Source: an optimization exercise on an open RTL-to-GDS flow (aim: small area and few clock cycles). Production flows keep margins and buffers that such runs may drop. Function was checked by simulation only, so behaviour that the tests miss may differ from the original. Power and IR drop assume default switching activity.

==> flow/design.v (excerpt) <==
module cache_top (
  input  wire         clk,
  input  wire         reset,
  input  wire         memreq_type,
  input  wire  [7:0]  memreq_opaque,
  input  wire  [31:0] memreq_addr,
  input  wire  [31:0] memreq_data,
  input  wire         memreq_val,
  output wire         memreq_rdy,
  output wire         memresp_type,
  output wire  [7:0]  memresp_opaque,
  output wire  [31:0] memresp_data,
  output wire         memresp_val,
  input  wire         memresp_rdy,
  output wire         cache_req_type,
  output wire  [7:0]  cache_req_opaque,
  output wire  [31:0] cache_req_addr,
  output wire  [31:0] cache_req_data,
  output wire         cache_req_val,
  input  wire         cache_req_rdy,
  input  wire         cache_resp_type,
  input  wire  [7:0]  cache_resp_opaque,
  input  wire  [31:0] cache_resp_data,
  input  wire         cache_resp_val,
  output wire         cache_resp_rdy
);
Size in the first run: about 5,200 cells after synthesis, roughly 99,000 sq um of cells after synthesis.
==> flow/config.mk <==
export PLATFORM = sky130hd
export DESIGN_NAME = cache_top
export DESIGN_NICKNAME = cache_top
export VERILOG_FILES = /design/flow/design.v
export SDC_FILE = /design/flow/constraint.sdc
export NUM_CORES = 4
export LEC_CHECK = 0
export CAP_MARGIN = 20
export CORE_MARGIN = 2
export CORE_UTILIZATION = 40
export SLEW_MARGIN = 20
export SYNTH_HIERARCHICAL = 1
export BUFFER_PORTS_ARGS = -buffer_cell sky130_fd_sc_hd__buf_1
export CTS_ARGS = -sink_clustering_enable -repair_clock_nets -dont_use_dummy_load -buf_list sky130_fd_sc_hd__clkbuf_16 -sink_clustering_size 22 -sink_clustering_max_diameter 100
==> flow/constraint.sdc <==
create_clock -name core_clock -period 10.0 [get_ports {clk}]
set_input_delay 2.0000 -clock core_clock [delete_from_list [all_inputs] [get_ports {clk}]]
set_output_delay 2.0000 -clock core_clock [all_outputs]
set_load 0.01 [all_outputs]
standard.sh (not shown) runs the stock make flow with config.mk's settings and CLKGATE_MAP_FILE= SYNTH_SCRIPT=/design/flow/synth_recipe.tcl, a recipe that flattens the netlist after the stock synthesis.
==> flow/flow/run.sh <==
#!/bin/bash
# Standard ORFS layout (the standard.sh, synthesis included) with two
# changes: the port buffers are the smallest plain buffer, and the clock tree
# is built from clkbuf_16 leaf clusters of up to 22 sinks without dummy
# loads. Each ORFS step writes its full log under orfs/logs; the make output
# as a whole goes to flow_make.log in this folder.
set -euo pipefail
cat >> config.mk <<'EOT'
export BUFFER_PORTS_ARGS = -buffer_cell sky130_fd_sc_hd__buf_1
export CTS_ARGS = -sink_clustering_enable -repair_clock_nets -dont_use_dummy_load -buf_list sky130_fd_sc_hd__clkbuf_16 -sink_clustering_size 22 -sink_clustering_max_diameter 100
EOT
bash standard.sh > flow_make.log 2>&1
The first run completed without violations.
Testbench counts at the start, summed over its fixed seeds: cycles 10,899.
Rerun with:
--- a/flow/design.v
+++ b/flow/design.v
@@ -105,22 +105,25 @@
   logic [1:0]        s2_base;
   logic [3:0]        s2_ovr;
   logic [NQ-1:0]     q_v;
   logic [NQ-1:0]     q_type;
   logic [NQ-1:0]     q_tm;                          
   logic [7:0]        q_opq [NQ];
   logic [3:0]        q_idx [NQ];
   logic [1:0]        q_off [NQ];
   localparam int QW  = (NQ > 4) ? 3 : (NQ > 2) ? 2 : 1;
   logic [QW-1:0]     q_hd;
   logic [QW-1:0]     q_tl;
+  logic              hr_type;
+  logic [3:0]        hr_idx;
+  logic [1:0]        hr_off;
   logic              resp_hold;
   logic              resp_rd;
   logic [1:0]        wo;
   logic              drop0;
   assign resp_rd = cache_resp_val && (cache_resp.mtype == cache_msg_pkg::MSG_READ) && s1_v;
   assign wo      = s1_base + s1_c;                  
   assign drop0   = s1_ovr[wo];                      
   logic [TAG_W-1:0]  tag_rd;
   logic              tag_eq;
   logic              vd;
   logic              m0_arr;
@@ -201,27 +204,27 @@
   assign first_fire = req_fire && (!te_busy || (k == 3'd0));
   assign te_done    = te_busy && req_fire && (k == (te_wb ? 3'd7 : 3'd3));
   assign te_wr      = te_done && te_type;          
   logic              h_v, h_type, h_tm;
   logic [7:0]        h_opq;
   logic [3:0]        h_idx;
   logic [1:0]        h_off;
   logic              h_arr;
   logic              h_ready;
   logic              resp_fire;
   assign h_v    = q_v[q_hd];
-  assign h_type = q_type[q_hd];
+  assign h_type = hr_type;
   assign h_tm   = q_tm[q_hd];
   assign h_opq  = q_opq[q_hd];
-  assign h_idx  = q_idx[q_hd];
-  assign h_off  = q_off[q_hd];
+  assign h_idx  = hr_idx;
+  assign h_off  = hr_off;
   assign h_arr   = resp_rd && !drop0 && (h_idx == s1_idx) && (h_off == wo);
   logic              h_there;
   assign h_there = !(s1_v && (h_idx == s1_idx) && !h_arr &&
                      !((2'(h_off - s1_base) < s1_c) || s1_ovr[h_off])) &&
                    !(s2_v && (h_idx == s2_idx) && !s2_ovr[h_off]);
   assign h_ready = h_v && !h_tm && (h_type || h_there);
   assign memresp_val = h_ready && !wb_req && (memreq_val || !s1_v || resp_hold);
   assign resp_fire   = memresp_val && memresp_rdy;
   assign rd_addr = wb_req ? {te_idx, req_off} : {h_idx, h_off};
   logic [63:0]       rsel;
   assign rsel = 64'd1 << rd_addr;
@@ -398,22 +401,35 @@
       if (m0_go && (q_tl == QW'(i))) begin
         q_type[i] <= m0_type;
         q_opq[i]  <= m0_opq;
         q_idx[i]  <= m0_idx;
         q_off[i]  <= m0_off;
         q_tm[i]   <= miss_ok;
       end else if (te_done) begin
         q_tm[i]   <= 1'b0;
       end
     end
   end
+  logic [QW-1:0]     hd_nx;
+  assign hd_nx = resp_fire ? ((q_hd == QW'(NQ-1)) ? '0 : q_hd + 1'b1) : q_hd;
+  always_ff @(posedge clk) begin
+    if (m0_go && (q_tl == hd_nx)) begin
+      hr_type <= m0_type;
+      hr_idx  <= m0_idx;
+      hr_off  <= m0_off;
+    end else begin
+      hr_type <= q_type[hd_nx];
+      hr_idx  <= q_idx[hd_nx];
+      hr_off  <= q_off[hd_nx];
+    end
+  end
   always_ff @(posedge clk) begin
     if (reset) resp_hold <= 1'b0;
     else       resp_hold <= memresp_val && !memresp_rdy;
   end
 endmodule
 `default_nettype wire
 `timescale 1ns/1ps
 `default_nettype none
 module cache_top (
   input  wire         clk,
   input  wire         reset,
Result: The changed run passed the timing, design-rule and antenna checks; non-clock buffer count climbs by 4; clock power stays flat; combinational power goes up by 35%; hold slack got worse by 21 ps; cell count rises by 0.71%.
Testbench counts after the change, summed over its fixed seeds: cycles 10,899.

-- re-timing with driven ports --
In the flow no input, the clock included, has a driving cell. The finished layouts below were timed again as built, in two steps.
Step 1: set_driving_cell puts a clkbuf_16 on clk and a buf_2 on each other input, an assumption about the parent block.
Step 2, shift: input delay + t, output delay - t, t = (earliest + latest rising clock arrival at the registers) / 2. This alone moves slack from input paths to output paths.
Slacks: no drivers / after step 1 / after step 2; pairs: no drivers / after step 1.
| run | t, ns | setup slack, ns | slew at the worst register clock pin (ns) |
|---|---|---|---|
| the first run | 0.889 | 0.117 / 0.023 / 0.912 | 0.09 / 0.09 |
| the second run | 0.896 | 0.652 / 0.559 / 1.455 | 0.10 / 0.10 |
After both steps every run listed still meets setup and hold.
